Context: an optimization exercise on an open-source flow, tuned for small area, a short achievable clock period and few clock cycles per item. The choices shown serve that exercise and are no tape-out recipe. At most, simulation tests tie the RTL to the original design; equivalence was not proved. Function not checked in run 1: the RTL went through the layout flow alone. No activity file was given, so power comes from the tool's default toggle rates.

$ cat design/flow/config.mk
export PLATFORM = sky130hd
export DESIGN_NAME = pipelineCpu
export DESIGN_NICKNAME = pipelineCpu
export VERILOG_FILES = /design/flow/design.v
export SDC_FILE = /design/flow/constraint.sdc
export NUM_CORES = 4
export LEC_CHECK = 0
export ABC_AREA = 1
export CAP_MARGIN = 20
export CORE_MARGIN = 2
export CORE_UTILIZATION = 40
export CTS_BUF_LIST = sky130_fd_sc_hd__clkbuf_8
export CTS_CLUSTER_SIZE = 30
export SETUP_SLACK_MARGIN = 3.0
export SLEW_MARGIN = 20
$ cat design/flow/constraint.sdc
create_clock -name core_clock -period 6.2 [get_ports {CLK}]
set_input_delay 1.2400 -clock core_clock [delete_from_list [all_inputs] [get_ports {CLK}]]
set_output_delay 1.2400 -clock core_clock [all_outputs]
set_load 0.01 [all_outputs]
$ cat design/flow/design.v
package cpuPkg;
	localparam int dataWidth = 16;
	localparam int regCount = 8;
	localparam int regIdxWidth = $clog2(regCount);
	typedef logic [dataWidth-1:0] wordT;
	typedef logic [regIdxWidth-1:0] regIdxT;
	localparam logic [4:0] opNop   = 5'd0;
	localparam logic [4:0] opAddu  = 5'd1;
	localparam logic [4:0] opSubu  = 5'd2;
	localparam logic [4:0] opAnd   = 5'd3;
	localparam logic [4:0] opOr    = 5'd4;
	localparam logic [4:0] opSlt   = 5'd5;
	localparam logic [4:0] opAddiu = 5'd6;
	localparam logic [4:0] opLi    = 5'd7;
	localparam logic [4:0] opLw    = 5'd8;
	localparam logic [4:0] opSw    = 5'd9;
	localparam logic [4:0] opBeqz  = 5'd10;
	localparam logic [4:0] opBnez  = 5'd11;
	localparam logic [4:0] opB     = 5'd12;
	localparam logic [4:0] opJr    = 5'd13;
endpackage
package pipePkg;
	typedef struct packed {
		logic sum;
		logic andOp;
		logic orOp;
		logic slt;
	} resSelT;
	typedef struct packed {
		logic   sub;         
		resSelT resSel;
		logic   regWrite;
		logic   memRead;
		logic   memWrite;
		logic   branch;      
		logic   branchNonZero;
		logic   pred;        
		logic   jumpReg;     
		logic   fwdA;        
		logic   fwdB;
		logic   isLi;
	} exCtrlT;
endpackage
module pipeReg #(
	parameter int width = 1
) (
	input  logic             CLK,
	input  logic             RST,
	input  logic [width-1:0] d,
	output logic [width-1:0] q
);
	always_ff @(posedge CLK or negedge RST)
	begin
		if (!RST)
			q <= '0;
		else
			q <= d;
	end
endmodule
module instrDecoder (
	input  cpuPkg::wordT    instr,
	output logic            useRx,
	output logic            useRy,      
	output logic            isLoad,
	output logic            isStore,
	output logic            isLi,
	output logic            regWrite,
	output logic            isB,
	output logic            isCond,
	output logic            isJr,
	output logic            sub,
	output pipePkg::resSelT resSel,
	output cpuPkg::regIdxT  dest,
	output logic [8:0]      imm         
);
	logic [4:0] op;
	logic       isReg;
	logic       isAddiu;
	assign op = instr[15:11];
	assign isReg = op >= cpuPkg::opAddu && op <= cpuPkg::opSlt;
	assign isAddiu = op == cpuPkg::opAddiu;
	assign isLi = op == cpuPkg::opLi;
	assign isLoad = op == cpuPkg::opLw;
	assign isStore = op == cpuPkg::opSw;
	assign isB = op == cpuPkg::opB;
	assign isCond = op == cpuPkg::opBeqz || op == cpuPkg::opBnez;
	assign isJr = op == cpuPkg::opJr;
	assign useRx = isReg || isAddiu || isLoad || isStore || isCond || isJr;
	assign useRy = isReg;
	assign regWrite = isReg || isAddiu || isLi || isLoad;
	assign sub = op == cpuPkg::opSubu || op == cpuPkg::opSlt;
	assign resSel.sum = op == cpuPkg::opAddu || op == cpuPkg::opSubu || isAddiu || isLi ||
		isLoad || isStore;
	assign resSel.andOp = op == cpuPkg::opAnd;
	assign resSel.orOp = op == cpuPkg::opOr;
	assign resSel.slt = op == cpuPkg::opSlt;
	assign dest = isReg ? instr[4:2] : (isLoad ? instr[7:5] : instr[10:8]);
	always_comb
	begin
		if (isLoad || isStore)
			imm = {instr[4], {3{instr[4]}}, instr[4:0]};
		else if (isAddiu || isLi)
			imm = {instr[7] && !isLi, instr[7:0]};
		else
			imm = '0;
	end
endmodule
module regFile (
	input  logic           CLK,
	input  logic           RST,
	input  cpuPkg::regIdxT rdA,
	input  cpuPkg::regIdxT rdB,
	output cpuPkg::wordT   valA,
	output cpuPkg::wordT   valB,
	input  logic           we,
	input  cpuPkg::regIdxT wAddr,
	input  cpuPkg::wordT   wData
);
	cpuPkg::wordT regs [cpuPkg::regCount];
	always_ff @(posedge CLK)
	begin
		for (int i = 0; i < cpuPkg::regCount; i++)
			if (!RST || (we && wAddr == cpuPkg::regIdxT'(i)))
				regs[i] <= RST ? wData : '0;
	end
	always_comb
	begin
		valA = '0;
		valB = '0;
		for (int i = 0; i < cpuPkg::regCount; i++)
		begin
			valA |= regs[i] & {cpuPkg::dataWidth{rdA == cpuPkg::regIdxT'(i)}};
			valB |= regs[i] & {cpuPkg::dataWidth{rdB == cpuPkg::regIdxT'(i)}};
		end
	end
endmodule
module hazardUnit (
	input  cpuPkg::regIdxT rx,
	input  cpuPkg::regIdxT ry,
	input  logic           useRx,
	input  logic           useRy,
	input  logic           storeRy,    
	input  logic           exValid,
	input  logic           exRegWrite,
	input  logic           exLoad,
	input  cpuPkg::regIdxT exDest,
	output logic           fwdA,
	output logic           fwdB,
	output logic           stall
);
	logic hitA;
	logic hitB;
	assign hitA = exValid && exRegWrite && exDest == rx && useRx;
	assign hitB = exValid && exRegWrite && exDest == ry && (useRy || storeRy);
	assign fwdA = hitA && !exLoad;
	assign fwdB = hitB && !exLoad;
	assign stall = exLoad && (hitA || hitB);
endmodule
module executeStage (
	input  pipePkg::exCtrlT ctrl,
	input  cpuPkg::wordT    opA,
	input  cpuPkg::wordT    opB,       
	output cpuPkg::wordT    aluResult
);
	cpuPkg::wordT addB;
	cpuPkg::wordT sum;
	logic         less;
	assign addB = opB ^ {16{ctrl.sub}};
	logic [15:0] gen [5];
	logic [15:0] prop [5];
	always_comb
	begin
		gen[0] = opA & addB;
		prop[0] = opA ^ addB;
		gen[0][0] = (opA[0] & addB[0]) | (prop[0][0] & ctrl.sub);
		for (int l = 0; l < 4; l++)
			for (int i = 0; i < 16; i++)
				if (i >= (1 << l))
				begin
					gen[l+1][i] = gen[l][i] | (prop[l][i] & gen[l][i - (1 << l)]);
					prop[l+1][i] = prop[l][i] & prop[l][i - (1 << l)];
				end
				else
				begin
					gen[l+1][i] = gen[l][i];
					prop[l+1][i] = prop[l][i];
				end
		sum = prop[0] ^ {gen[4][14:0], ctrl.sub};
	end
	assign less = (opA[15] ^ opB[15]) ? opA[15] : sum[15];
	assign aluResult = ({16{ctrl.resSel.sum}} & sum) |
		({16{ctrl.resSel.andOp}} & (opA & opB)) |
		({16{ctrl.resSel.orOp}} & (opA | opB)) |
		({16{ctrl.resSel.slt}} & {15'd0, less});
endmodule
module pipelineCpu (
	input  logic           CLK,
	input  logic           RST,
	output cpuPkg::wordT   imemAddr,
	input  cpuPkg::wordT   imemData,
	output cpuPkg::wordT   dmemAddr,
	output cpuPkg::wordT   dmemWData,
	output logic           dmemRead,
	output logic           dmemWrite,
	input  cpuPkg::wordT   dmemRData,
	output logic           wbValid,
	output cpuPkg::regIdxT wbReg,
	output cpuPkg::wordT   wbData
);
	cpuPkg::wordT    pc;
	cpuPkg::wordT    nextPc;
	cpuPkg::wordT    seqPc;
	cpuPkg::wordT    brTarget;
	cpuPkg::wordT    condTarget;
	cpuPkg::wordT    jumpTarget;
	cpuPkg::regIdxT  fRx;
	cpuPkg::regIdxT  fRy;
	logic            fUseRx;
	logic            fUseRy;
	logic            fLoad;
	logic            fStore;
	logic            fLi;
	logic            fRegWrite;
	logic            fB;
	logic            fCond;
	logic            fJr;
	logic            fSub;
	pipePkg::resSelT fResSel;
	cpuPkg::regIdxT  fDest;
	logic [8:0]      fImm;
	logic            fFwdA;
	logic            fFwdB;
	logic            fStall;
	logic            fJrFused;
	logic            fBranch;
	logic            fPred;
	pipePkg::exCtrlT fCtrl;
	logic            exValid;
	pipePkg::exCtrlT ex;
	cpuPkg::wordT    exA;
	cpuPkg::wordT    exB;
	logic            fBypA;
	logic            fBypB;
	cpuPkg::regIdxT  exDest;
	logic [8:0]      exImm;
	cpuPkg::wordT    exAlt;
	cpuPkg::wordT    valA;
	cpuPkg::wordT    valB;
	cpuPkg::wordT    regB;
	cpuPkg::wordT    opA;
	cpuPkg::wordT    opB;
	cpuPkg::wordT    aluResult;
	logic            condTaken;
	logic            redirect;
	cpuPkg::wordT    redirectPc;
	logic [2:0]      memFlags;
	logic            memRegWrite;
	logic            memRead;
	logic            memWrite;
	cpuPkg::regIdxT  memDest;
	cpuPkg::wordT    memStore;
	cpuPkg::wordT    memAlu;
	cpuPkg::wordT    memResult;
	cpuPkg::regIdxT  wbDest;
	cpuPkg::wordT    wbResult;
	assign imemAddr = pc;
	assign fRx = imemData[10:8];
	assign fRy = imemData[7:5];
	instrDecoder decoder (.instr(imemData), .useRx(fUseRx), .useRy(fUseRy), .isLoad(fLoad),
		.isStore(fStore), .isLi(fLi), .regWrite(fRegWrite), .isB(fB), .isCond(fCond),
		.isJr(fJr), .sub(fSub), .resSel(fResSel), .dest(fDest),
		.imm(fImm));
	hazardUnit hazard (.rx(fRx), .ry(fRy), .useRx(fUseRx), .useRy(fUseRy), .storeRy(fStore),
		.exValid(exValid), .exRegWrite(ex.regWrite), .exLoad(ex.memRead), .exDest(exDest),
		.fwdA(fFwdA), .fwdB(fFwdB), .stall(fStall));
	assign fJrFused = fJr && exValid && ex.isLi && exDest == fRx;
	assign fBranch = fCond && imemData[7:0] != 8'd0;
	assign fPred = fB || (fCond && imemData[7]) || fJrFused;
	assign seqPc = pc + 16'd1;
	assign condTarget = seqPc + {{8{imemData[7]}}, imemData[7:0]};
	assign jumpTarget = seqPc + {{5{imemData[10]}}, imemData[10:0]};
	assign brTarget = fB ? jumpTarget : condTarget;
	always_comb
	begin
		if (redirect)
			nextPc = redirectPc;
		else if (fStall)
			nextPc = pc;
		else if (fJrFused)
			nextPc = {8'd0, exImm[7:0]};
		else if (fPred)
			nextPc = brTarget;
		else
			nextPc = seqPc;
	end
	always_ff @(posedge CLK or negedge RST)
	begin
		if (!RST)
			pc <= '0;
		else
			pc <= nextPc;
	end
	always_comb
	begin
		fCtrl.sub = fSub;
		fCtrl.resSel = fResSel;
		fCtrl.regWrite = fRegWrite;
		fCtrl.memRead = fLoad;
		fCtrl.memWrite = fStore;
		fCtrl.branch = fBranch;
		fCtrl.branchNonZero = imemData[11];
		fCtrl.pred = fPred;
		fCtrl.jumpReg = fJr && !fJrFused;
		fCtrl.fwdA = fFwdA;
		fCtrl.fwdB = fFwdB;
		fCtrl.isLi = fLi;
	end
	pipeReg #(.width(1)) exValidReg (.CLK(CLK), .RST(RST), .d(!redirect && !fStall),
		.q(exValid));
	regFile regs (.CLK(CLK), .RST(RST), .rdA(fRx), .rdB(fRy), .valA(valA), .valB(valB),
		.we(memRegWrite), .wAddr(memDest), .wData(memResult));
	assign fBypA = memRegWrite && memDest == fRx;
	assign fBypB = memRegWrite && memDest == fRy;
	always_ff @(posedge CLK)
	begin
		ex <= fCtrl;
		exA <= fFwdA || !fUseRx ? '0 : (fBypA ? memResult : valA);
		exB <= fFwdB || !(fUseRy || fStore) ? '0 : (fBypB ? memResult : valB);
		exDest <= fDest;
		exImm <= fImm;
		exAlt <= fPred ? seqPc : condTarget;
	end
	assign opA = exA | (memAlu & {16{ex.fwdA}});
	assign regB = exB | (memAlu & {16{ex.fwdB}});
	assign opB = (regB & {16{!ex.memWrite}}) | {{7{exImm[8]}}, exImm};
	executeStage execute (.ctrl(ex), .opA(opA), .opB(opB), .aluResult(aluResult));
	assign condTaken = (opA == '0) ^ ex.branchNonZero;
	assign redirect = exValid && (ex.jumpReg || (ex.branch && condTaken != ex.pred));
	assign redirectPc = ex.jumpReg ? opA : exAlt;
	pipeReg #(.width(3)) memFlagReg (.CLK(CLK), .RST(RST),
		.d({exValid && ex.regWrite, exValid && ex.memRead, exValid && ex.memWrite}),
		.q(memFlags));
	assign {memRegWrite, memRead, memWrite} = memFlags;
	always_ff @(posedge CLK)
	begin
		memDest <= exDest;
		memAlu <= aluResult;
		memStore <= regB;
	end
	assign dmemAddr = memAlu;
	assign dmemWData = memStore;
	assign dmemRead = memRead;
	assign dmemWrite = memWrite;
	assign memResult = memRead ? dmemRData : memAlu;
	pipeReg #(.width(1)) wbFlagReg (.CLK(CLK), .RST(RST), .d(memRegWrite), .q(wbValid));
	always_ff @(posedge CLK)
	begin
		wbDest <= memDest;
		wbResult <= memResult;
	end
	assign wbReg = wbDest;
	assign wbData = wbResult;
endmodule
$ cat design/flow/flow/run.sh
#!/bin/bash
# standard layout, with port buffers of a small plain buffer cell
export BUFFER_PORTS_ARGS="-buffer_cell sky130_fd_sc_hd__buf_1"
export CTS_ARGS="-sink_clustering_enable -repair_clock_nets -buf_list sky130_fd_sc_hd__clkbuf_8 -sink_clustering_size 16 -sink_clustering_max_diameter 100 -dont_use_dummy_load"
bash standard.sh > standard.log 2>&1
$ cat design/flow/standard.sh
#!/bin/bash
# synth_recipe.tcl (not shown) runs the flow's synth.tcl, then flattens the netlist and writes it again
# the make line also repeats each setting of config.mk as NAME=value (left out here)
make -C /OpenROAD-flow-scripts/flow DESIGN_CONFIG=/design/flow/config.mk WORK_HOME=/design/flow/orfs CLKGATE_MAP_FILE= SYNTH_SCRIPT=/design/flow/synth_recipe.tcl "${@:-finish}"
==> results of run 1 <==
[worst max-delay path, stage by stage]
cell	delay, ns
buf_1	0.47
inv_1	0.26
nand3_1	0.34
inv_1	0.37
a2111oi_0	0.82
a21oi_1	0.12
[registers in the layout, summed over array words and instances, names as in the netlist, 3 cells and up]
register / flops
ex: 15
exA: 16
exAlt: 16
exB: 16
exDest: 3
exImm: 9
memAlu: 16
memDest: 3
memFlagReg.q: 3
memStore: 16
pc: 16
regs.regs: 128
wbDest: 3
wbResult: 16
[cell families (layout without fill, tap and decap cells)]
group	after synthesis	after routing
fa+ha+maj	43	43
simple gates	679	679
buf+inv	345	442
xor+xnor	38	38
flops	278	278
compound gates	424	424
[repair_timing]
item                                    4_1_cts  5_1_grt
setup buffers                                 5        5
endpoints found under the setup margin       33       47
gates resized for setup                      21       51
hold buffers                                  0        0
hold endpoints to repair                      0        0
pin swaps                                     2        9
[layer usage]
| metal | vias to the layer above | track usage (%) |
|---|---|---|
| li1 | 6237 | - |
| met1 | 6188 | 36.6 |
| met2 | 663 | 39.6 |
| met3 | 96 | 4.30 |
| met4 | 0 | 8.88 |
| met5 | - | 0 |
[cell usage after synthesis (28+ instances only)]
| master | count | area, µm² |
|---|---|---|
| nand2_1 | 342 | 1280 |
| inv_1 | 277 | 1040 |
| nand3_1 | 101 | 505 |
| o22ai_1 | 96 | 601 |
| o21ai_0 | 115 | 576 |
| a21oi_1 | 110 | 551 |
| edfxtp_1 | 128 | 3840 |
| ha_1 | 41 | 513 |
| clkbuf_1 | 28 | 105 |
| xor2_1 | 30 | 263 |
| dfxtp_1 | 129 | 2580 |
| nor2_1 | 178 | 668 |
[final cells by class]
class	instances	area share, %
Sequential cell	278	43.5
Multi-Input combinational cell	1184	40.4
Inverter	288	6.83
Timing Repair Buffer	132	3.79
Tap cell	461	3.60
Clock buffer	22	1.89
[worst max-delay path by stage]
stage | end | start | cells past startpoint | slack, ns
after global routing | pc[15] | pc[8] | 19 | 2.96
after global placement | pc[8] | imemData[9] | 14 | 2.31
after floorplan | pc[12] | imemData[0] | 15 | 3.31
after CTS | pc[13] | pc[0] | 19 | 2.99
after detailed placement | exB[6] | imemData[7] | 11 | 2.22
final | exB[14] | imemData[6] | 6 | 2.97
[cells in the final DEF (no fill, tap or decap), drive strengths merged, types with 3 or more instances in the layout]
| master | count |
|---|---|
| o221ai | 4 |
| o2111ai | 7 |
| xnor2 | 8 |
| nand3 | 102 |
| o21ai | 124 |
| xor2 | 30 |
| nor3 | 13 |
| a21o | 22 |
| a221oi | 8 |
| dfxtp | 129 |
| a311oi | 7 |
| o22ai | 96 |
| buf | 130 |
| a211oi | 9 |
| dfrtp | 21 |
| a31oi | 10 |
| ha | 41 |
| clkinvlp | 3 |
| nor2 | 182 |
| nand2 | 359 |
| a21boi | 4 |
| o21bai | 7 |
| o211ai | 9 |
| inv | 281 |
| clkinv | 4 |
| nand4 | 17 |
| a21oi | 110 |
| clkbuf | 24 |
| edfxtp | 128 |
[power by group through the flow]
| stage | registers [µW] | clock network [µW] | logic, µW |
|---|---|---|---|
| detailed placement | 2340 | 0 | 1930 |
| floorplan | 2320 | 0 | 1290 |
| global placement | 2340 | 0 | 1940 |
| CTS | 2300 | 925 | 1980 |
| finish | 2310 | 903 | 2110 |
| global route | 2330 | 981 | 2340 |
[metrics by stage]
| stage | area (µm²) | utilization [%] | hold WS, ns | cells | setup slack [ns] |
|---|---|---|---|---|---|
| after global routing | 16000 | 44.8 | 0.437 | 2365 | 2.96 |
| after floorplan | 14600 | - | 0.373 | 1807 | 3.31 |
| after detailed placement | 15400 | 43.0 | 0.398 | 2333 | 2.22 |
| final | 16000 | 44.8 | 0.423 | 2365 | 2.97 |
| after CTS | 15800 | 44.2 | 0.413 | 2360 | 2.99 |
| after global placement | 15400 | 43.0 | 0.394 | 2333 | 2.31 |
==> tab_implementation.tex, run 1 <==
\begin{tabular}{lr}
\hline
Metric & Value \\
\hline
\multicolumn{2}{l}{\textbf{Final layout}} \\
Share of layout cells above drive strength 1 & 7.51\% \\
Filler instances & 3583 \\
Multi-input combinational cell area & roughly 6500 µm² \\
Synthesis-to-layout area growth & 10.0\% \\
Antenna cell count & 0 \\
Post-layout net count & 1983 \\
Combined flip-flop and latch cell area & roughly 7000 µm² \\
\multicolumn{2}{l}{\textbf{Synth}} \\
Register area share after synthesis & 47.8\% \\
Synth Instances & 1807 \\
Average cell area after synthesis & between 8 and 9 µm² \\
Area share of xor/xnor cells in the synthesized design & 2.29\% \\
Combinational family with the most area after synthesis & simple AND/OR/NAND/NOR gates \\
Post-synthesis simple-gate area fraction & 19.4\% \\
Fraction of the mapped netlist area in adder cells & 3.80\% \\
Share of cell area taken by muxes after synthesis & 0\% \\
Flops \& latches, synth & $\sim$280 \\
Count of different cell masters after synthesis & 55 \\
Summed instance area of the synthesized netlist & 14600 µm² \\
Primary flip-flop cell chosen by synthesis mapping & dfxtp\_1 \\
Count of flip-flops with a built-in enable after synthesis & 128 \\
Post-synth net total & 1884 \\
Fraction of registers with async set/reset & 7.55\% \\
Total of warnings raised by yosys & 9 \\
Compound-Gate Fraction of Synth Area & between 15 and 20\% \\
\multicolumn{2}{l}{\textbf{Route}} \\
Detail-routed net length per standard cell & 21.0 µm \\
Highest metal used & met4 \\
Routed vias & between 10000 and 15000 \\
First-pass detailed-route iteration total & 5 \\
Wl on met1 & 22.0 mm \\
Via-to-Cell Ratio & 5.57 \\
Met2 routed wirelength & approximately 21 mm \\
Detail Route met3 WL & 4.55 mm \\
DRC marker count from the first detailed-route iteration & 1379 \\
Remaining DRCs & 0 \\
Detailed Route WL & approximately 50 mm \\
Final ANT Viol Nets & 0 \\
\multicolumn{2}{l}{\textbf{Power}} \\
Largest voltage drop on the vdd net & approximately 140 µV \\
Sequential cell fraction of total power & 43.4\% \\
Internal & 3170 µW \\
Leak pwr & 0.00702 µW \\
Net switching fraction of the power & 40.4\% \\
Portion of total power attributed to the clock network & 17.0\% \\
Power density over cell area & 332 nW/µm² \\
Total design power & between 5000 and 6000 µW \\
Total net switching power & 2150 µW \\
Combinational power share & between 30\% and 40\% \\
\multicolumn{2}{l}{\textbf{Global route}} \\
Global-route wire length before repair & 74.6 mm \\
Via count of the first global-routing pass & 12400 \\
Remaining global-route overflow & 0 \\
Maximum number of pins on one net before global-route repair & 36 \\
Initial antenna violation count & 0 \\
Total global-route track usage & about 26\% \\
\multicolumn{2}{l}{\textbf{Floorplan}} \\
Row count & 69 \\
Chip Height & 195 µm \\
Std-Cell Core Area & 35700 µm² \\
Effective utilization at floorplan & between 40\% and 50\% \\
Die width & 195 µm \\
IO Count & roughly 100 \\
Overall die area & approximately 38000 µm² \\
\multicolumn{2}{l}{\textbf{Worst setup path}} \\
Origin of the critical flop-to-flop path & pc[0] \\
Maximum fanout along the worst path & 12 \\
Crit start category & primary input \\
Startpoint-to-endpoint class of the critical path & in2reg \\
End of the worst register-to-register path & pc[15] \\
Arrival time worst endpoint & 3.64 ns \\
Required time at the worst-slack endpoint & between 6 and 7 ns \\
Critical Path Sink Type & register \\
Worst reg2reg path depth & 22 \\
Minimum setup slack among reg-to-reg paths & 3.21 ns \\
\multicolumn{2}{l}{\textbf{STA}} \\
RSZ-0062 raised after global routing & yes \\
Final period demand of the worst path & 3.23 ns \\
Final number of max-transition violations & 0 \\
Period Utilization, post-route & 52.2\% \\
Largest clock skew in the final design & 0.0419 ns \\
Headroom to the max-slew limit & between 30\% and 40\% \\
Worst slew pin tran & 0.990 ns \\
Max frequency & a little over 300 MHz \\
Setup TNS & 0 ns \\
Final Setup Violations & 0 \\
Hold violation total from the final report & 0 \\
\multicolumn{2}{l}{\textbf{Clocking}} \\
CTS clock-pin slew for the worst setup and hold paths & roughly 0.10 ns \\
Clk root buf & clkbuf\_8 \\
TritonCTS buffer count & 22 \\
CTS sink count & about 280 \\
Number of H-tree levels & 1 \\
Clock tree from TritonCTS & done \\
Clock insertion delay at the later pin of the skew report & 0.58 ns \\
Buffers from clock root to sink, at most & 3 \\
\multicolumn{2}{l}{\textbf{Worst hold path}} \\
Worst Hold Depth & 0 \\
Startpoint of the most critical hold path & exDest[0] \\
Worst min-delay path endpoint & memDest[0] \\
Type of the worst min-delay path & reg2reg \\
\multicolumn{2}{l}{\textbf{Job}} \\
Max-cap viol count & 0 \\
\multicolumn{2}{l}{\textbf{Placement}} \\
Final GP Congestion & between 0.9 and 1 \\
Final HPWL DP & 36.6 mm \\
PortBufs & 103 \\
\multicolumn{2}{l}{\textbf{Outcome}} \\
Run status & finished clean \\
\hline
\end{tabular}
==> run 2: changes to the inputs <==
--- a/design/flow/design.v
+++ b/design/flow/design.v
@@ -211,8 +211,6 @@
 	cpuPkg::wordT    nextPc;
 	cpuPkg::wordT    seqPc;
 	cpuPkg::wordT    brTarget;
-	cpuPkg::wordT    condTarget;
-	cpuPkg::wordT    jumpTarget;
 	cpuPkg::regIdxT  fRx;
 	cpuPkg::regIdxT  fRy;
 	logic            fUseRx;
@@ -277,9 +275,8 @@
 	assign fBranch = fCond && imemData[7:0] != 8'd0;
 	assign fPred = fB || (fCond && imemData[7]) || fJrFused;
 	assign seqPc = pc + 16'd1;
-	assign condTarget = seqPc + {{8{imemData[7]}}, imemData[7:0]};
-	assign jumpTarget = seqPc + {{5{imemData[10]}}, imemData[10:0]};
-	assign brTarget = fB ? jumpTarget : condTarget;
+	assign brTarget = seqPc + (fB ? {{5{imemData[10]}}, imemData[10:0]} :
+		{{8{imemData[7]}}, imemData[7:0]});
 	always_comb
 	begin
 		if (redirect)
@@ -328,7 +325,7 @@
 		exB <= fFwdB || !(fUseRy || fStore) ? '0 : (fBypB ? memResult : valB);
 		exDest <= fDest;
 		exImm <= fImm;
-		exAlt <= fPred ? seqPc : condTarget;
+		exAlt <= fPred ? seqPc : brTarget;
 	end
 	assign opA = exA | (memAlu & {16{ex.fwdA}});
 	assign regB = exB | (memAlu & {16{ex.fwdB}});
==> design/flow/flow/run.sh (replaced) <==
#!/bin/bash
# standard layout, with port buffers of a small plain buffer cell
export BUFFER_PORTS_ARGS="-buffer_cell sky130_fd_sc_hd__buf_2"
export CTS_ARGS="-sink_clustering_enable -repair_clock_nets -buf_list sky130_fd_sc_hd__clkbuf_8 -sink_clustering_size 16 -sink_clustering_max_diameter 100 -dont_use_dummy_load"
bash standard.sh > standard.log 2>&1
==> run 2 against run 1 <==
Effect of this change:
- clock skew up 0.0076 ns
- first-iteration DRC count up 8.2%
- maximum frequency increased by 6.5%
- cell count fell by 9.6%
- largest cell class unchanged
- combinational power down 25%
==> tab_implementation.tex, run 2 <==
\begin{tabular}{lr}
\hline
Metric & Value \\
\hline
\multicolumn{2}{l}{\textbf{Worst setup path}} \\
Crit start category & primary input \\
Maximum fanout along the worst path & 6 \\
Required time at the worst-slack endpoint & 6.67 ns \\
Startpoint-to-endpoint class of the critical path & in2reg \\
Arrival time worst endpoint & between 3 and 4 ns \\
Critical Path Sink Type & register \\
\multicolumn{2}{l}{\textbf{Clocking}} \\
Clk root buf & clkbuf\_8 \\
TritonCTS buffer count & 21 \\
Number of H-tree levels & 1 \\
CTS clock-pin slew for the worst setup and hold paths & roughly 0.12 ns \\
Buffers from clock root to sink, at most & 3 \\
Clock tree from TritonCTS & done \\
Clock insertion delay at the later pin of the skew report & approximately 0.58 ns \\
Number of hold buffers added after cts & 0 \\
CTS sink count & between 200 and 300 \\
\multicolumn{2}{l}{\textbf{Synth}} \\
Count of different cell masters after synthesis & 53 \\
Flops \& latches, synth & 278 \\
Fraction of the mapped netlist area in adder cells & under 10\% \\
Largest area contributor in the netlist & edfxtp\_1 \\
Share of cell area taken by muxes after synthesis & 0\% \\
Most used standard cell by instance count after synthesis & nand2\_1 \\
Post-synth net total & 1669 \\
Top cells by area in the synthesized netlist & edfxtp\_1 (28\%), dfxtp\_1 (19\%), nand2\_1 (7.6\%) \\
Combinational family with the most area after synthesis & compound AO/OA/AOI/OAI gates \\
Summed instance area of the synthesized netlist & 13700 µm² \\
Total of warnings raised by yosys & 9 \\
Post-synthesis simple-gate area fraction & 16.3\% \\
Share of the synthesized area in the top cell type & 28.1\% \\
Leading post-synthesis cells by instance count & nand2\_1 (278), inv\_1 (218), dfxtp\_1 (129) \\
Fraction of registers with async set/reset & under 10\% \\
Average cell area after synthesis & 8.55 µm² \\
Synth Instances & 1601 \\
Compound-Gate Fraction of Synth Area & approximately a fifth \\
Count of flip-flops with a built-in enable after synthesis & 128 \\
Primary flip-flop cell chosen by synthesis mapping & dfxtp\_1 \\
Area share of xor/xnor cells in the synthesized design & roughly 2.6\% \\
Register area share after synthesis & between 50 and 60\% \\
\multicolumn{2}{l}{\textbf{Global route}} \\
Maximum number of pins on one net before global-route repair & 36 \\
Global-route wire length before repair & about 67 mm \\
Via count of the first global-routing pass & 11300 \\
Initial antenna violation count & 1 \\
Remaining global-route overflow & 0 \\
Total global-route track usage & 24.5\% \\
\multicolumn{2}{l}{\textbf{STA}} \\
Hold violation total from the final report & 0 \\
Final number of max-transition violations & 0 \\
Largest clock skew in the final design & 0.0495 ns \\
Setup TNS & 0 ns \\
Final period demand of the worst path & 3.04 ns \\
Headroom to the max-slew limit & 32.8\% \\
Final Setup Violations & 0 \\
Worst slew pin tran & 1.00 ns \\
Hold Slack & 0.407 ns \\
Max frequency & 329 MHz \\
Period Utilization, post-route & 49.0\% \\
RSZ-0062 raised after global routing & yes \\
\multicolumn{2}{l}{\textbf{Placement}} \\
Final HPWL DP & 32.4 mm \\
PortBufs & 103 \\
Final GP Congestion & 0.901 \\
\multicolumn{2}{l}{\textbf{Final layout}} \\
Most common cell after layout, fill and taps aside & nand2\_1 \\
Most frequent cells in the layout & nand2\_1 (276), inv\_1 (215), edfxtp\_1 (128) \\
Synthesis-to-layout area growth & 10.3\% \\
Share of layout cells above drive strength 1 & between 10\% and 20\% \\
Post-layout net count & 1760 \\
Register with the highest flop count & regs.regs \\
Final design utilization & 44.9\% \\
Max FFs per register & 128 \\
\multicolumn{2}{l}{\textbf{Power}} \\
Leak pwr & approximately 0.0067 µW \\
Combinational power share & between 30\% and 40\% \\
Portion of total power attributed to the clock network & 18.6\% \\
Power density over cell area & 315 nW/µm² \\
Largest voltage drop on the vdd net & 157 µV \\
Total net switching power & 1760 µW \\
Internal & about 3000 µW \\
Net switching fraction of the power & 36.9\% \\
Sequential cell fraction of total power & $\sim$48\% \\
\multicolumn{2}{l}{\textbf{Floorplan}} \\
Effective utilization at floorplan & 40.7\% \\
Std-Cell Core Area & 33600 µm² \\
Row count & 67 \\
Die width & between 150 and 200 µm \\
IO Count & 104 \\
Overall die area & 35700 µm² \\
Chip Height & approximately 190 µm \\
\multicolumn{2}{l}{\textbf{Job}} \\
Max-cap viol count & 0 \\
\multicolumn{2}{l}{\textbf{Route}} \\
Remaining DRCs & 0 \\
Highest metal used & met4 \\
Detail Route met3 WL & 3.44 mm \\
Routed vias & 12100 \\
First-pass detailed-route iteration total & 5 \\
Final ANT Viol Nets & 0 \\
Met2 routed wirelength & 21.1 mm \\
Detailed Route WL & 45.0 mm \\
Wl on met1 & 19.0 mm \\
Detail-routed net length per standard cell & between 20 and 25 µm \\
DRC marker count from the first detailed-route iteration & about 1500 \\
Via-to-Cell Ratio & $\sim$5.6 \\
\multicolumn{2}{l}{\textbf{Outcome}} \\
Run status & finished clean \\
\multicolumn{2}{l}{\textbf{Worst hold path}} \\
Type of the worst min-delay path & reg2reg \\
\hline
\end{tabular}
[run 2: cell types whose count changed after synthesis, sizes merged, moves of 6 or more]
cell / change
a21oi: +19
inv: -58
o21ai: +7
o211ai: +6
buf: -7
a311oi: -6
nand3: -11
nor2: -64
a31oi: -9
o22ai: -29
ha: -9
nor3: +7
a221oi: +23
nand2: -77
[run 2: worst paths after layout]
check | from | to | slack [ns] | depth (start not counted)
max | imemData[12] | pc[15] | 3.16 | 18
min | exDest[0] | memDest[0] | 0.41 | 0
max reg2reg | pc[1] | pc[15] | 3.23 | 19
min reg2reg | exDest[0] | memDest[0] | 0.41 | 0
max in group asynchronous | RST | wbFlagReg.q | 5.18 | 2
min in group asynchronous | RST | pc[15] | 0.67 | 2
[run 2: cell families (layout without fill, tap and decap cells)]
group                    after synthesis  in the layout
AO/OA/AOI/OAI                        432            432
AND/OR/NAND/NOR                      534            534
other                                  0              1
XOR/XNOR                              40             40
adder cells (fa/ha/maj)               34             34
buffers and inverters                283            372
flip-flops                           278            278
[run 2: repair_timing]
| action | CTS | global route |
|---|---|---|
| gates resized for setup | 7 | 29 |
| setup endpoints to repair | 23 | 49 |
| setup buffers | 1 | 3 |
| pin swaps | 1 | 3 |
[run 2: area by class of cell]
| type | count | area [µm²] |
|---|---|---|
| clock buffers | 21 | 289 |
| flip-flops and latches | 278 | 6960 |
| diodes | 1 | 2.50 |
| repair buffers | 123 | 673 |
| inverters | 228 | 865 |
| multi-input cells | 1040 | 5750 |
| fillers | 3280 | 18500 |
| well taps | 448 | 561 |
[run 2: power by group through the flow]
stage | registers, µW | clock network, µW | logic (µW)
after CTS | 2290 | 902 | 1530
after detailed placement | 2330 | 0 | 1510
after global routing | 2320 | 962 | 1760
after global placement | 2330 | 0 | 1510
final | 2290 | 884 | 1580
after floorplan | 2330 | 0 | 1020
[run 2: routing by layer]
layer	track usage [%]	up-vias
li1	-	5664
met1	33.0	5723
met2	40.4	576
met3	2.95	104
met4	9.13	0
met5	0	-
[run 2: metrics by stage]
| step | instances | setup WS, ns | area, µm² | total power, µW |
|---|---|---|---|---|
| 6_report | 2139 | 3.16 | 15100 | 4760 |
| 5_1_grt | 2139 | 2.95 | 15100 | 5030 |
| 4_1_cts | 2135 | 2.98 | 15000 | 4720 |
| 3_5_place_dp | 2113 | 2.19 | 14700 | 3840 |
| 3_3_place_gp | 2112 | 2.16 | 14600 | 3830 |
| 2_1_floorplan | 1601 | 3.03 | 13700 | 3350 |
[run 2: critical path, stage by stage]
cell and delay, ns:
buf_2 0.15, nor2_4 0.19, nand3_2 0.17, nand2_1 0.20
o21ai_0 0.14, inv_1 0.12, ha_4 0.23, a21oi_1 0.14
a21boi_2 0.20, nand3_2 0.13, nand3_2 0.12, nand2_1 0.08
nand2_1 0.09, nand2_1 0.05, nand2_1 0.07, nand3_1 0.07
nand2_1 0.07, nand2_1 0.04
Testbench counts of run 2, summed over its fixed seeds: cycles 10,648, instrs 10,210.
==> run 3: changes to the inputs <==
==> design/flow/flow/run.sh (replaced) <==
#!/bin/bash
# standard layout, with port buffers of a small plain buffer cell
export BUFFER_PORTS_ARGS="-buffer_cell sky130_fd_sc_hd__buf_4"
export CTS_ARGS="-sink_clustering_enable -repair_clock_nets -buf_list sky130_fd_sc_hd__clkbuf_8 -sink_clustering_size 16 -sink_clustering_max_diameter 100 -dont_use_dummy_load"
bash standard.sh > standard.log 2>&1
==> run 3 against run 2 <==
Effect of this change:
- routed wire length is 1.4% higher
- die area stayed put
- sequential cell count stayed put
- maximum frequency is 0.53% lower
- first-iteration DRC count is 26% lower
- global-route usage is 0.32 points higher
- clock skew is 0.0053 ns higher
- setup slack worse by 0.016 ns
- sequential power hardly changed
- register-to-register slack hardly changed
==> tab_implementation.tex, run 3 <==
\begin{tabular}{lr}
\hline
Metric & Value \\
\hline
\multicolumn{2}{l}{\textbf{STA}} \\
RSZ-0062 raised after global routing & yes \\
Worst slew pin tran & 1.07 ns \\
Hold violation total from the final report & 0 \\
Worst Setup Slack, final & 3.15 ns \\
Period Utilization, post-route & between 40\% and 50\% \\
Largest clock skew in the final design & about 0.055 ns \\
Headroom to the max-slew limit & 28.4\% \\
Final Setup Violations & 0 \\
Setup TNS & 0 ns \\
Final number of max-transition violations & 0 \\
Hold Slack & 0.412 ns \\
Max frequency & 328 MHz \\
Final period demand of the worst path & $\sim$3.1 ns \\
\multicolumn{2}{l}{\textbf{Power}} \\
Leak pwr & 0.00680 µW \\
Power density over cell area & 315 nW/µm² \\
Total net switching power & 1780 µW \\
Internal & 3070 µW \\
Combinational power share & 34.2\% \\
Sequential cell fraction of total power & 47.4\% \\
Largest voltage drop on the vdd net & 146 µV \\
Total design power & 4850 µW \\
Net switching fraction of the power & between 30\% and 40\% \\
Portion of total power attributed to the clock network & 18.4\% \\
\multicolumn{2}{l}{\textbf{Floorplan}} \\
Chip Height & 189 µm \\
Std-Cell Core Area & 33600 µm² \\
Effective utilization at floorplan & between 40\% and 50\% \\
Overall die area & 35700 µm² \\
Die width & about 190 µm \\
IO Count & 104 \\
Row count & between 60 and 70 \\
\multicolumn{2}{l}{\textbf{Global route}} \\
Total global-route track usage & 24.8\% \\
Global-route wire length before repair & 67.8 mm \\
Initial antenna violation count & 1 \\
Maximum number of pins on one net before global-route repair & 36 \\
Remaining global-route overflow & 0 \\
Via count of the first global-routing pass & about 11000 \\
\multicolumn{2}{l}{\textbf{Clocking}} \\
Number of hold buffers added after cts & 0 \\
CTS sink count & between 200 and 300 \\
Clk root buf & clkbuf\_8 \\
CTS clock-pin slew for the worst setup and hold paths & 0.12 ns \\
TritonCTS buffer count & 21 \\
Clock tree from TritonCTS & done \\
Number of H-tree levels & 1 \\
Buffers from clock root to sink, at most & 3 \\
Clock insertion delay at the later pin of the skew report & between 0.5 and 0.6 ns \\
\multicolumn{2}{l}{\textbf{Final layout}} \\
Final design utilization & 45.8\% \\
Register with the highest flop count & regs.regs \\
Most frequent cells in the layout & nand2\_1 (276), inv\_1 (215), buf\_4 (128), edfxtp\_1 (128), dfxtp\_1 (127) \\
Share of layout cells above drive strength 1 & 12.3\% \\
Max FFs per register & $\sim$130 \\
Most common cell after layout, fill and taps aside & nand2\_1 \\
Synthesis-to-layout area growth & 12.3\% \\
Post-layout net count & 1766 \\
\multicolumn{2}{l}{\textbf{Synth}} \\
Most used standard cell by instance count after synthesis & nand2\_1 \\
Share of the synthesized area in the top cell type & between 20 and 30\% \\
Fraction of registers with async set/reset & 7.55\% \\
Primary flip-flop cell chosen by synthesis mapping & dfxtp\_1 \\
Top cells by area in the synthesized netlist & edfxtp\_1 (28\%), dfxtp\_1 (19\%), nand2\_1 (7.6\%) \\
Count of flip-flops with a built-in enable after synthesis & 128 \\
Synth Instances & 1601 \\
Total of warnings raised by yosys & 9 \\
Leading post-synthesis cells by instance count & nand2\_1 (278), inv\_1 (218), dfxtp\_1 (129) \\
Post-synth net total & 1669 \\
Register area share after synthesis & about half \\
Largest area contributor in the netlist & edfxtp\_1 \\
Count of different cell masters after synthesis & 53 \\
Summed instance area of the synthesized netlist & 13700 µm² \\
Flops \& latches, synth & 278 \\
Average cell area after synthesis & 8.55 µm² \\
\multicolumn{2}{l}{\textbf{Placement}} \\
PortBufs & 103 \\
Final GP Congestion & 0.924 \\
Worst slack after detailed placement & approximately 2.2 ns \\
Final HPWL DP & 33.0 mm \\
\multicolumn{2}{l}{\textbf{Worst setup path}} \\
Required time at the worst-slack endpoint & between 6 and 7 ns \\
Startpoint-to-endpoint class of the critical path & in2reg \\
Critical Path Sink Type & register \\
Arrival time worst endpoint & 3.56 ns \\
Origin of the critical flop-to-flop path & pc[1] \\
Maximum fanout along the worst path & 6 \\
Worst setup startpoint & imemData[13] \\
Crit start category & primary input \\
\multicolumn{2}{l}{\textbf{Job}} \\
Max-cap viol count & 0 \\
\multicolumn{2}{l}{\textbf{Worst hold path}} \\
Startpoint of the most critical hold path & exDest[2] \\
Type of the worst min-delay path & reg2reg \\
\multicolumn{2}{l}{\textbf{Route}} \\
DRC marker count from the first detailed-route iteration & between 1000 and 1500 \\
First-pass detailed-route iteration total & 8 \\
Remaining DRCs & 0 \\
Final ANT Viol Nets & 0 \\
Via-to-Cell Ratio & 5.61 \\
Routed vias & 12000 \\
Detail-routed net length per standard cell & roughly 21 µm \\
Detailed Route WL & $\sim$46 mm \\
\multicolumn{2}{l}{\textbf{Outcome}} \\
Run status & finished clean \\
\hline
\end{tabular}
run 3: cell counts after synthesis:
Identical to the previous run, type by type.
run 3: power by group through the flow:
stage               Sequential (µW)  Combinational, µW  Clock (µW)
floorplan                      2330               1020           0
global placement               2330               1550           0
detailed placement             2340               1550           0
CTS                            2290               1590         903
global route                   2320               1840         961
finish                         2300               1660         894
run 3: worst max-delay path: stages:
cell	delay, ns
buf_4	0.08
inv_1	0.07
nor2_1	0.21
nand3_2	0.16
o21ai_2	0.23
inv_2	0.11
ha_1	0.39
nand2_1	0.12
nor2_1	0.17
nand3_1	0.12
nand4_1	0.13
nand3_1	0.12
a21oi_1	0.16
nand2_1	0.07
nand2_1	0.06
nand2_1	0.05
nand2_1	0.05
run 3: per-stage QoR:
step,area (µm²),instances
2_1_floorplan,13700,1601
3_3_place_gp,14900,2111
3_5_place_dp,14900,2112
4_1_cts,15300,2139
5_1_grt,15400,2145
6_report,15400,2145
run 3: routing by layer:
layer | routed length (µm) | GRT usage, % | vias to the layer above
li1 | - | - | 5670
met1 | 19700 | 33.3 | 5738
met2 | 21500 | 41.0 | 523
met3 | 3090 | 3.47 | 110
met4 | 1470 | 8.74 | 0
met5 | 0 | 0 | -
run 3: worst paths after layout:
check | slack, ns | cells past startpoint | to
worst max-delay path | 3.15 | 17 | pc[12]
worst min-delay path | 0.41 | 0 | memDest[2]
worst max register to register | 3.24 | 19 | pc[10]
worst min register to register | 0.41 | 0 | memDest[2]
max in group asynchronous | 5.27 | 1 | pc[2]
min in group asynchronous | 0.58 | 1 | memFlagReg.q[1]
run 3: logic make-up (layout without fill, tap and decap cells):
family / after synthesis / after routing / share of synthesized area [%]
flip-flops: 278 / 278 / 50.8
XOR/XNOR: 40 / 40 / 2.56
AND/OR/NAND/NOR: 534 / 534 / 16.3
AO/OA/AOI/OAI: 432 / 432 / 19.0
buffers and inverters: 283 / 378 / 8.12
other: 0 / 1 / 0
adder cells (fa/ha/maj): 34 / 34 / 3.22
run 3: final cells by class:
type                    count  area, µm²
inverters                 228        863
well taps                 448        561
multi-input cells        1040       5740
fillers                  3358      18200
clock buffers              21        289
diodes                      1       2.50
flip-flops and latches    278       6960
repair buffers            129        972
run 3: what timing repair did:
action	4_1_cts	5_1_grt
endpoints found under the setup margin	15	49
endpoints found under the hold margin	0	0
resized for setup	5	26
pin swaps	1	3
setup buffers	6	5
==> run 4: changes to the inputs <==
==> design/flow/flow/run.sh (replaced) <==
#!/bin/bash
# standard layout, with port buffers of a small plain buffer cell
export BUFFER_PORTS_ARGS="-buffer_cell sky130_fd_sc_hd__buf_1"
export CTS_ARGS="-sink_clustering_enable -repair_clock_nets -buf_list sky130_fd_sc_hd__clkbuf_8 -sink_clustering_size 16 -sink_clustering_max_diameter 100 -dont_use_dummy_load"
bash standard.sh > standard.log 2>&1
--- a/design/flow/config.mk
+++ b/design/flow/config.mk
@@ -11,5 +11,5 @@
 export CORE_UTILIZATION = 40
 export CTS_BUF_LIST = sky130_fd_sc_hd__clkbuf_8
 export CTS_CLUSTER_SIZE = 30
-export SETUP_SLACK_MARGIN = 3.0
+export SETUP_SLACK_MARGIN = 3.25
 export SLEW_MARGIN = 20
==> run 4 against run 3 <==
Effect of this change:
- die area stayed put
- critical path type unchanged
- total power is 0.83% higher
- critical path depth is 8 lower
- hold slack worse by 0.0038 ns
- sequential share of layout area is 0.17 points lower
- still clean
- utilization is 0.18 points higher
- global-route usage is 0.22 points higher
- register-to-register slack better by 0.12 ns
- first-iteration DRC count is 28% higher
- sequential power hardly changed
==> tab_implementation.tex, run 4 <==
\begin{tabular}{lr}
\hline
Metric & Value \\
\hline
\multicolumn{2}{l}{\textbf{Worst setup path}} \\
End of the worst register-to-register path & pc[15] \\
Chain of cells forming the critical path & buf\_1 -> inv\_1 -> nor3\_2 -> inv\_2 -> o22ai\_1 -> a21oi\_1 -> nand3\_1 -> o21ai\_0 -> nor2\_1 \\
Origin of the critical flop-to-flop path & pc[1] \\
Total number of cells along the worst setup path & 9 \\
Library cell contributing the largest single delay on the critical path & nor3\_2 \\
Critical path endpoint & exA[7] \\
Minimum setup slack among reg-to-reg paths & 3.36 ns \\
Maximum fanout along the worst path & 13 \\
Biggest cell delay along the critical path & 0.45 ns \\
Startpoint-to-endpoint class of the critical path & in2reg \\
Crit start category & primary input \\
Required time at the worst-slack endpoint & between 6 and 7 ns \\
Crit path buffers/inverters & 3 \\
Critical Path Sink Type & register \\
Arrival time worst endpoint & 3.34 ns \\
Worst setup startpoint & imemData[8] \\
Worst reg2reg path depth & 20 \\
Cell class contributing the biggest share of worst-path delay & buffers and inverters \\
\multicolumn{2}{l}{\textbf{Synth}} \\
Synth Instances & 1601 \\
Leading post-synthesis cells by instance count & nand2\_1 (278), inv\_1 (218), dfxtp\_1 (129) \\
Top cells by area in the synthesized netlist & edfxtp\_1 (28\%), dfxtp\_1 (19\%), nand2\_1 (7.6\%) \\
Count of different cell masters after synthesis & 53 \\
Fraction of registers with async set/reset & 7.55\% \\
Count of flip-flops with a built-in enable after synthesis & 128 \\
Total of warnings raised by yosys & 9 \\
Share of the synthesized area in the top cell type & 28.1\% \\
Summed instance area of the synthesized netlist & 13700 µm² \\
Register area share after synthesis & 50.8\% \\
Post-synth net total & 1669 \\
Largest area contributor in the netlist & edfxtp\_1 \\
Most used standard cell by instance count after synthesis & nand2\_1 \\
Primary flip-flop cell chosen by synthesis mapping & dfxtp\_1 \\
Average cell area after synthesis & 8.55 µm² \\
Flops \& latches, synth & around 280 \\
\multicolumn{2}{l}{\textbf{Floorplan}} \\
Row count & 67 \\
Effective utilization at floorplan & 40.7\% \\
IO Count & 104 \\
Overall die area & 35700 µm² \\
Die width & 189 µm \\
Chip Height & $\sim$190 µm \\
Std-Cell Core Area & 33600 µm² \\
\multicolumn{2}{l}{\textbf{Placement}} \\
PortBufs & slightly above 100 \\
Worst slack after detailed placement & 1.92 ns \\
Final GP Congestion & 0.904 \\
Final HPWL DP & $\sim$33 mm \\
\multicolumn{2}{l}{\textbf{STA}} \\
Final period demand of the worst path & 2.85 ns \\
Headroom to the max-slew limit & 34.4\% \\
Setup TNS & 0 ns \\
Largest clock skew in the final design & 0.0362 ns \\
Hold violation total from the final report & 0 \\
Hold Slack & 0.409 ns \\
RSZ-0062 raised after global routing & yes \\
Worst slew pin tran & 0.981 ns \\
Max frequency & 350 MHz \\
Period Utilization, post-route & a little under half \\
Final Setup Violations & 0 \\
Final number of max-transition violations & 0 \\
Worst Setup Slack, final & 3.35 ns \\
\multicolumn{2}{l}{\textbf{Outcome}} \\
Run status & finished clean \\
\multicolumn{2}{l}{\textbf{Clocking}} \\
TritonCTS buffer count & 21 \\
Clock tree from TritonCTS & done \\
Clock insertion delay at the later pin of the skew report & 0.58 ns \\
Clk root buf & clkbuf\_8 \\
CTS clock-pin slew for the worst setup and hold paths & 0.11 ns \\
CTS sink count & around 280 \\
Number of H-tree levels & 1 \\
Buffers from clock root to sink, at most & 3 \\
\multicolumn{2}{l}{\textbf{Route}} \\
Via-to-Cell Ratio & 5.66 \\
Highest metal used & met4 \\
DRC marker count from the first detailed-route iteration & roughly 1400 \\
Routed vias & between 10000 and 15000 \\
First-pass detailed-route iteration total & 6 \\
Wl on met1 & approximately 20 mm \\
Met2 routed wirelength & 21.8 mm \\
Detail Route met3 WL & 3.55 mm \\
Final ANT Viol Nets & 0 \\
Detail-routed net length per standard cell & 21.6 µm \\
Remaining DRCs & 0 \\
Detailed Route WL & 46.7 mm \\
\multicolumn{2}{l}{\textbf{Global route}} \\
Initial antenna violation count & 0 \\
Remaining global-route overflow & 0 \\
Maximum number of pins on one net before global-route repair & 32 \\
Total global-route track usage & 25.0\% \\
Via count of the first global-routing pass & 11200 \\
Global-route wire length before repair & 68.2 mm \\
\multicolumn{2}{l}{\textbf{Worst hold path}} \\
Type of the worst min-delay path & reg2reg \\
\multicolumn{2}{l}{\textbf{Final layout}} \\
Most frequent cells in the layout & nand2\_1 (273), inv\_1 (210), edfxtp\_1 (128) \\
Post-layout net count & 1780 \\
Register with the highest flop count & regs.regs \\
Synthesis-to-layout area growth & 12.8\% \\
Max FFs per register & 128 \\
Share of layout cells above drive strength 1 & 10.2\% \\
Antenna cell count & 0 \\
Most common cell after layout, fill and taps aside & nand2\_1 \\
\multicolumn{2}{l}{\textbf{Power}} \\
Power density over cell area & 317 nW/µm² \\
Largest voltage drop on the vdd net & 181 µV \\
Leak pwr & 0.00655 µW \\
\multicolumn{2}{l}{\textbf{Job}} \\
Max-cap viol count & 0 \\
\hline
\end{tabular}
run 4: area by class of cell:
class | count | area, µm²
Fill cell | 3301 | 18200
Clock buffer | 21 | 289
Sequential cell | 278 | 6960
Multi-Input combinational cell | 1041 | 6030
Inverter | 228 | 881
Tap cell | 448 | 561
Timing Repair Buffer | 142 | 718
run 4: logic make-up after synthesis:
| logic type | Yosys count | share of synthesized area [%] |
|---|---|---|
| AND/OR/NAND/NOR | 534 | 16.3 |
| AO/OA/AOI/OAI | 432 | 19.0 |
| buffers and inverters | 283 | 8.12 |
| flip-flops | 278 | 50.8 |
| XOR/XNOR | 40 | 2.56 |
| adder cells (fa/ha/maj) | 34 | 3.22 |
run 4: what timing repair did:
| action | CTS | global route |
|---|---|---|
| setup endpoints to repair | 63 | 60 |
| resized for setup | 20 | 62 |
| gates cloned | 1 | 0 |
| hold buffers | 0 | 0 |
| pin swaps | 2 | 10 |
| buffers inserted | 10 | 14 |
run 4: power by group:
| part | leakage, µW | switching, µW | internal, µW | total [µW] |
|---|---|---|---|---|
| Sequential | 0.00263 | 152 | 2150 | 2300 |
| Clock | 0.000151 | 587 | 305 | 892 |
| Combinational | 0.00377 | 1080 | 616 | 1700 |
run 4: worst reg2reg max path, cell delays in order (launching register included):
cell      delay (ns)
dfrtp_1         0.40
ha_2            0.21
nand3_2         0.12
nor2_4          0.18
nand2_4         0.10
nor2_4          0.11
xor2_2          0.24
inv_2           0.10
ha_4            0.27
nand2_1         0.10
inv_1           0.06
a21boi_2        0.15
nand3_2         0.16
nand3_4         0.12
nand2_1         0.07
nand2_1         0.08
nand2_1         0.05
nand2_1         0.07
nand3_1         0.06
nand2_1         0.07
nand2_1         0.05
run 4: how the worst min path moves through the flow:
stage                             to  startpoint  cells past startpoint  slack [ns]
after floorplan           memDest[1]   exDest[1]                      0        0.37
after global placement    memDest[0]   exDest[0]                      0        0.38
after detailed placement  memDest[0]   exDest[0]                      0        0.39
after CTS                 memDest[0]   exDest[0]                      0        0.41
after global routing      memDest[0]   exDest[0]                      0        0.42
final                     memDest[0]   exDest[0]                      0        0.41
run 4: metrics by stage:
| step | power [µW] | util [%] | cell area, µm² | cells |
|---|---|---|---|---|
| 2_1_floorplan | 3390 | - | 13800 | 1601 |
| 6_report | 4890 | 45.9 | 15400 | 2158 |
| 3_5_place_dp | 3850 | 43.5 | 14600 | 2112 |
| 3_3_place_gp | 3840 | 43.5 | 14600 | 2112 |
| 4_1_cts | 4770 | 44.8 | 15100 | 2144 |
| 5_1_grt | 5170 | 45.9 | 15400 | 2158 |
run 4: metal layers:
| metal | global-route usage [%] | vias up |
|---|---|---|
| met2 | 41.3 | 571 |
| met3 | 3.52 | 96 |
| met4 | 9.22 | 0 |
| met5 | 0 | - |
| li1 | - | 5697 |
| met1 | 33.5 | 5857 |
==> run 5: changes to the inputs <==
--- a/design/flow/config.mk
+++ b/design/flow/config.mk
@@ -11,5 +11,5 @@
 export CORE_UTILIZATION = 40
 export CTS_BUF_LIST = sky130_fd_sc_hd__clkbuf_8
 export CTS_CLUSTER_SIZE = 30
-export SETUP_SLACK_MARGIN = 3.25
+export SETUP_SLACK_MARGIN = 3.0
 export SLEW_MARGIN = 20
==> run 5 against run 4 <==
Effect of this change:
- still clean on timing, DRC and antenna
- utilization shrank 1.3 points
- hold slack worse by 0.0037 ns
- sequential cell count is the same
- maximum frequency is 7.2% lower
- sequential power hardly changed
- synthesized cell count stayed put
- sequential share of layout area is 1.3 points higher
- largest power group unchanged
==> tab_implementation.tex, run 5 <==
\begin{tabular}{lr}
\hline
Metric & Value \\
\hline
\multicolumn{2}{l}{\textbf{Placement}} \\
Final HPWL DP & 32.7 mm \\
Final GP Congestion & 0.921 \\
PortBufs & 103 \\
Worst slack after detailed placement & around 2.0 ns \\
\multicolumn{2}{l}{\textbf{Final layout}} \\
Combined flip-flop and latch cell area & 6960 µm² \\
Multi-input combinational cell area & 5750 µm² \\
Most common cell after layout, fill and taps aside & nand2\_1 \\
Most frequent cells in the layout & nand2\_1 (275), inv\_1 (215), edfxtp\_1 (128) \\
Filler instances & $\sim$3400 \\
Max FFs per register & 128 \\
Share of layout cells above drive strength 1 & 6.65\% \\
Synthesis-to-layout area growth & 9.66\% \\
Register with the highest flop count & regs.regs \\
Post-layout net count & 1768 \\
Antenna cell count & 0 \\
\multicolumn{2}{l}{\textbf{Synth}} \\
Total of warnings raised by yosys & 9 \\
Count of flip-flops with a built-in enable after synthesis & between 100 and 150 \\
Share of cell area taken by muxes after synthesis & 0\% \\
Share of the synthesized area in the top cell type & 28.1\% \\
Combinational family with the most area after synthesis & compound AO/OA/AOI/OAI gates \\
Summed instance area of the synthesized netlist & 13700 µm² \\
Post-synth net total & 1669 \\
Average cell area after synthesis & 8.55 µm² \\
Top cells by area in the synthesized netlist & edfxtp\_1 (28\%), dfxtp\_1 (19\%), nand2\_1 (7.6\%) \\
Count of different cell masters after synthesis & 53 \\
Flops \& latches, synth & 278 \\
Fraction of the mapped netlist area in adder cells & 3.22\% \\
Post-synthesis simple-gate area fraction & 16.3\% \\
Leading post-synthesis cells by instance count & nand2\_1 (278), inv\_1 (218), dfxtp\_1 (129) \\
Largest area contributor in the netlist & edfxtp\_1 \\
Most used standard cell by instance count after synthesis & nand2\_1 \\
Compound-Gate Fraction of Synth Area & 19.0\% \\
Primary flip-flop cell chosen by synthesis mapping & dfxtp\_1 \\
Fraction of registers with async set/reset & 7.55\% \\
Area share of xor/xnor cells in the synthesized design & 2.56\% \\
Synth Instances & approximately 1600 \\
Register area share after synthesis & 50.8\% \\
\multicolumn{2}{l}{\textbf{Power}} \\
Power density over cell area & between 300 and 400 nW/µm² \\
Total design power & 4740 µW \\
Largest voltage drop on the vdd net & 184 µV \\
Leak pwr & approximately 0.0064 µW \\
\multicolumn{2}{l}{\textbf{Worst setup path}} \\
Critical Path Sink Type & register \\
Cell class contributing the biggest share of worst-path delay & buffers and inverters \\
Worst reg2reg path depth & 19 \\
Crit path buffers/inverters & 3 \\
Library cell contributing the largest single delay on the critical path & nor3\_1 \\
Required time at the worst-slack endpoint & 6.70 ns \\
Cell with the most instances on the worst path & inv\_1 \\
Startpoint-to-endpoint class of the critical path & in2reg \\
Minimum setup slack among reg-to-reg paths & 3.21 ns \\
Maximum fanout along the worst path & 13 \\
Arrival time worst endpoint & 3.58 ns \\
Biggest cell delay along the critical path & 0.56 ns \\
Crit start category & primary input \\
End of the worst register-to-register path & pc[15] \\
Total number of cells along the worst setup path & 9 \\
Origin of the critical flop-to-flop path & pc[1] \\
Chain of cells forming the critical path & buf\_1 -> inv\_1 -> nor3\_1 -> inv\_1 -> o22ai\_1 -> a221oi\_1 -> nand3\_1 -> o21ai\_0 -> nor2\_1 \\
\multicolumn{2}{l}{\textbf{Outcome}} \\
Run status & finished clean \\
\multicolumn{2}{l}{\textbf{Clocking}} \\
Buffers from clock root to sink, at most & 3 \\
Clk root buf & clkbuf\_8 \\
CTS sink count & between 200 and 300 \\
TritonCTS buffer count & 21 \\
CTS clock-pin slew for the worst setup and hold paths & 0.10 ns \\
Clock insertion delay at the later pin of the skew report & 0.56 ns \\
Number of hold buffers added after cts & 0 \\
Number of H-tree levels & 1 \\
Clock tree from TritonCTS & done \\
\multicolumn{2}{l}{\textbf{Floorplan}} \\
Row count & 67 \\
Std-Cell Core Area & 33600 µm² \\
Chip Height & about 190 µm \\
Effective utilization at floorplan & 40.7\% \\
Overall die area & $\sim$36000 µm² \\
Die width & 189 µm \\
IO Count & 104 \\
\multicolumn{2}{l}{\textbf{Worst hold path}} \\
Worst Hold Depth & 0 \\
Type of the worst min-delay path & reg2reg \\
Startpoint of the most critical hold path & exDest[2] \\
Worst min-delay path endpoint & memDest[2] \\
\multicolumn{2}{l}{\textbf{Global route}} \\
Total global-route track usage & approximately a quarter \\
Maximum number of pins on one net before global-route repair & 31 \\
Via count of the first global-routing pass & 11300 \\
Global-route wire length before repair & 67.3 mm \\
Initial antenna violation count & 0 \\
Remaining global-route overflow & 0 \\
\multicolumn{2}{l}{\textbf{STA}} \\
Worst slew pin tran & 0.964 ns \\
Largest clock skew in the final design & 0.0306 ns \\
Final number of max-transition violations & 0 \\
Final period demand of the worst path & roughly 3.1 ns \\
Period Utilization, post-route & 49.6\% \\
Setup TNS & 0 ns \\
Headroom to the max-slew limit & 35.6\% \\
RSZ-0062 raised after global routing & yes \\
Worst Setup Slack, final & 3.12 ns \\
Hold violation total from the final report & 0 \\
Max frequency & 325 MHz \\
Final Setup Violations & 0 \\
\multicolumn{2}{l}{\textbf{Route}} \\
Detail Route met3 WL & 2.96 mm \\
Routed vias & approximately 12000 \\
Highest metal used & met4 \\
Met2 routed wirelength & between 20 and 25 mm \\
Detailed Route WL & 45.3 mm \\
Final ANT Viol Nets & 0 \\
Detail-routed net length per standard cell & 21.1 µm \\
Wl on met1 & between 15 and 20 mm \\
DRC marker count from the first detailed-route iteration & 1382 \\
Via-to-Cell Ratio & 5.64 \\
Remaining DRCs & 0 \\
First-pass detailed-route iteration total & 6 \\
\multicolumn{2}{l}{\textbf{Job}} \\
Max-cap viol count & 0 \\
\hline
\end{tabular}
==> run 5: layout make-up <==
cell class	count	share of cell area (%)
clock buffers	21	1.92
inverters	228	5.75
multi-input cells	1041	38.3
flip-flops and latches	278	46.3
well taps	448	3.73
repair buffers	130	3.96
==> run 5: worst reg2reg max path, stage by stage, from the launching register on <==
cell and delay (ns):
dfrtp_1 0.41, ha_2 0.22, nand3_2 0.12, nor2_4 0.15, nand2_1 0.11, nor2_2 0.15
xor2_2 0.20, inv_1 0.12, ha_4 0.24, a21oi_1 0.12, a21boi_0 0.23, nand3_1 0.18
nand3_2 0.15, nand2_1 0.08, nand2_1 0.10, nand2_1 0.05, nand2_1 0.07, nand3_1 0.07
nand2_1 0.07, nand2_1 0.06
==> run 5: worst max-delay path by stage <==
stage	to	startpoint	slack, ns
global route	pc[14]	pc[1]	2.94
detailed placement	exB[3]	imemData[7]	1.98
CTS	exA[4]	imemData[9]	3.00
floorplan	pc[14]	imemData[13]	3.03
global placement	exB[6]	imemData[7]	2.09
finish	exB[4]	imemData[5]	3.12
==> run 5: metal layers <==
layer / up-vias / global-route usage, %
li1: 5673 / -
met1: 5742 / 33.3
met2: 561 / 40.5
met5: - / 0
met4: 0 / 9.13
met3: 122 / 2.56
==> run 5: logic make-up (layout without fill, tap and decap cells) <==
kind of cell	after synthesis	in the layout
adder cells (fa/ha/maj)	34	34
XOR/XNOR	40	40
flip-flops	278	278
buffers and inverters	283	379
AO/OA/AOI/OAI	432	432
AND/OR/NAND/NOR	534	535
==> run 5: power breakdown <==
part	internal, µW	total, µW	leakage (µW)	switching [µW]
Clock	305	883	0.000151	577
Combinational	537	1560	0.00363	1020
Sequential	2140	2290	0.00264	149
Total	2990	4740	0.00641	1750
==> run 5: per-stage QoR <==
step                      area, µm²  hold slack (ns)  instances  util [%]
final                         15000            0.405       2146      44.7
after global routing          15000            0.412       2146      44.7
after CTS                     14900            0.404       2138      44.2
after detailed placement      14500            0.384       2114      43.2
after global placement        14500            0.391       2114      43.2
after floorplan               13700            0.373       1601         -
==> run 5: what timing repair did <==
action | CTS | global route
setup endpoints to repair | 40 | 36
gates cloned | 1 | 0
pin swaps | 1 | 4
buffers inserted | 2 | 8
gates resized for setup | 11 | 23
==> run 6: changes to the inputs <==
==> design/flow/flow/run.sh (replaced) <==
#!/bin/bash
# standard layout, with port buffers of a small plain buffer cell
export BUFFER_PORTS_ARGS="-buffer_cell sky130_fd_sc_hd__buf_2"
export CTS_ARGS="-sink_clustering_enable -repair_clock_nets -buf_list sky130_fd_sc_hd__clkbuf_8 -sink_clustering_size 16 -sink_clustering_max_diameter 100 -dont_use_dummy_load"
bash standard.sh > standard.log 2>&1
--- a/design/flow/config.mk
+++ b/design/flow/config.mk
@@ -11,5 +11,5 @@
 export CORE_UTILIZATION = 40
 export CTS_BUF_LIST = sky130_fd_sc_hd__clkbuf_8
 export CTS_CLUSTER_SIZE = 30
-export SETUP_SLACK_MARGIN = 3.0
+export SETUP_SLACK_MARGIN = 3.25
 export SLEW_MARGIN = 20
==> run 6 against run 5 <==
Effect of this change:
- still clean
- clock power about the same
- global-route usage down 0.090 points
- final area grew 3.1%
==> tab_implementation.tex, run 6 <==
\begin{tabular}{lr}
\hline
Metric & Value \\
\hline
\multicolumn{2}{l}{\textbf{Global route}} \\
Total global-route track usage & 24.4\% \\
Initial antenna violation count & 0 \\
Global-route wire length before repair & around 67 mm \\
Via count of the first global-routing pass & roughly 11000 \\
\multicolumn{2}{l}{\textbf{Final layout}} \\
Most common cell after layout, fill and taps aside & nand2\_1 \\
Max FFs per register & between 100 and 150 \\
Antenna cell count & 0 \\
Most frequent cells in the layout & nand2\_1 (270), inv\_1 (212), edfxtp\_1 (128) \\
Register with the highest flop count & regs.regs \\
Count of non-filler cells in the finished layout & between 2000 and 2500 \\
\multicolumn{2}{l}{\textbf{Worst setup path}} \\
Maximum fanout along the worst path & 13 \\
Critical Path Sink Type & register \\
Arrival time worst endpoint & $\sim$3.4 ns \\
Crit start category & primary input \\
Chain of cells forming the critical path & buf\_2 -> inv\_1 -> nor3\_1 -> inv\_1 -> o22ai\_1 -> a221oi\_1 -> nand3\_1 -> o21ai\_0 -> nor2\_1 \\
\multicolumn{2}{l}{\textbf{STA}} \\
Hold violation total from the final report & 0 \\
Largest clock skew in the final design & 0.0825 ns \\
Worst Setup Slack, final & 3.24 ns \\
Final number of max-transition violations & 0 \\
Hold Slack & roughly 0.41 ns \\
RSZ-0062 raised after global routing & yes \\
Headroom to the max-slew limit & 37.6\% \\
\multicolumn{2}{l}{\textbf{Synth}} \\
Fraction of registers with async set/reset & 7.55\% \\
Leading post-synthesis cells by instance count & nand2\_1 (278), inv\_1 (218), dfxtp\_1 (129) \\
Share of cell area taken by muxes after synthesis & 0\% \\
Compound-Gate Fraction of Synth Area & a little under a fifth \\
Total of warnings raised by yosys & 9 \\
Count of different cell masters after synthesis & between 50 and 60 \\
Flops \& latches, synth & around 280 \\
Synth Instances & 1601 \\
Count of flip-flops with a built-in enable after synthesis & about 130 \\
Most used standard cell by instance count after synthesis & nand2\_1 \\
\multicolumn{2}{l}{\textbf{Clocking}} \\
CTS clock-pin slew for the worst setup and hold paths & roughly 0.11 ns \\
Number of H-tree levels & 1 \\
\multicolumn{2}{l}{\textbf{Route}} \\
Final ANT Viol Nets & 0 \\
Remaining DRCs & 0 \\
Routed vias & 12000 \\
\multicolumn{2}{l}{\textbf{Power}} \\
Total design power & 4930 µW \\
Power density over cell area & 319 nW/µm² \\
Largest voltage drop on the vdd net & 198 µV \\
\multicolumn{2}{l}{\textbf{Floorplan}} \\
Effective utilization at floorplan & 40.7\% \\
Overall die area & 35700 µm² \\
IO Count & 104 \\
Die width & 189 µm \\
Chip Height & 189 µm \\
Std-Cell Core Area & 33600 µm² \\
\multicolumn{2}{l}{\textbf{Job}} \\
Max-cap viol count & 0 \\
\multicolumn{2}{l}{\textbf{Outcome}} \\
Run status & finished clean \\
\multicolumn{2}{l}{\textbf{Placement}} \\
Final HPWL DP & roughly 32 mm \\
\hline
\end{tabular}
-- run 6: cell counts after synthesis --
No cell type changed its count.
-- run 6: worst reg2reg max path, cell delays in order (launching register included) --
cell,delay [ns]
dfrtp_1,0.40
ha_2,0.21
nand3_2,0.12
nor2_4,0.17
nand3_1,0.16
nor2_2,0.17
nand2_1,0.11
a21oi_4,0.24
ha_4,0.26
nand2_1,0.08
o21ai_0,0.10
a21oi_2,0.16
nand3_1,0.15
nand3_1,0.12
nand2_1,0.06
nand3_1,0.07
nand2_1,0.05
nand2_1,0.05
nand2_1,0.04
-- run 6: final timing paths --
check	start	to	slack, ns	cells after the start
worst max-delay path	imemData[6]	exB[6]	3.24	9
worst min-delay path	exDest[0]	memDest[0]	0.41	0
worst max register to register	pc[1]	pc[14]	3.39	18
worst min register to register	exDest[0]	memDest[0]	0.41	0
max in group asynchronous	RST	pc[5]	5.17	2
min in group asynchronous	RST	exValidReg.q	0.70	2
-- run 6: stage by stage --
step	util, %	area (µm²)
detailed placement	43.9	14800
floorplan	-	13800
global placement	43.9	14800
finish	46.0	15500
CTS	45.1	15200
global route	46.0	15500
-- run 6: final cells by class --
class,instances,area share (%)
well taps,448,3.62
inverters,228,5.63
clock buffers,21,1.87
multi-input cells,1040,38.6
repair buffers,141,5.27
repair inverters,1,0.0323
flip-flops and latches,278,45.0
-- run 6: logic make-up after synthesis --
kind of cell | Yosys count
and+or+nand+nor | 534
AOI/OAI and AO/OA | 432
buffers and inverters | 283
DFF | 278
xor gates and xnor gates | 40
adders and majority gates | 34
-- run 6: what timing repair did --
| item | in CTS | in global routing |
|---|---|---|
| resized for setup | 12 | 52 |
| cloned | 0 | 1 |
| buffers inserted | 8 | 14 |
| endpoints found under the setup margin | 56 | 44 |
| hold buffers | 0 | 0 |
| pin swaps | 2 | 14 |
-- run 6: routing by layer --
metal  global-route usage, %  share of wire, %  vias up
met5                       0                 0        -
met4                    7.90               3.2        0
li1                        -                 -     5695
met2                    41.3                48      521
met1                    33.1                43     5669
met3                    2.24               6.5       96
-- run 6: power breakdown --
| group | switching (µW) | total, µW | internal [µW] | leakage (µW) |
|---|---|---|---|---|
| combinational | 1100 | 1760 | 660 | 0.00406 |
| clock | 576 | 880 | 305 | 0.000151 |
| sequential | 143 | 2290 | 2150 | 0.00263 |
| total | 1820 | 4930 | 3110 | 0.00684 |
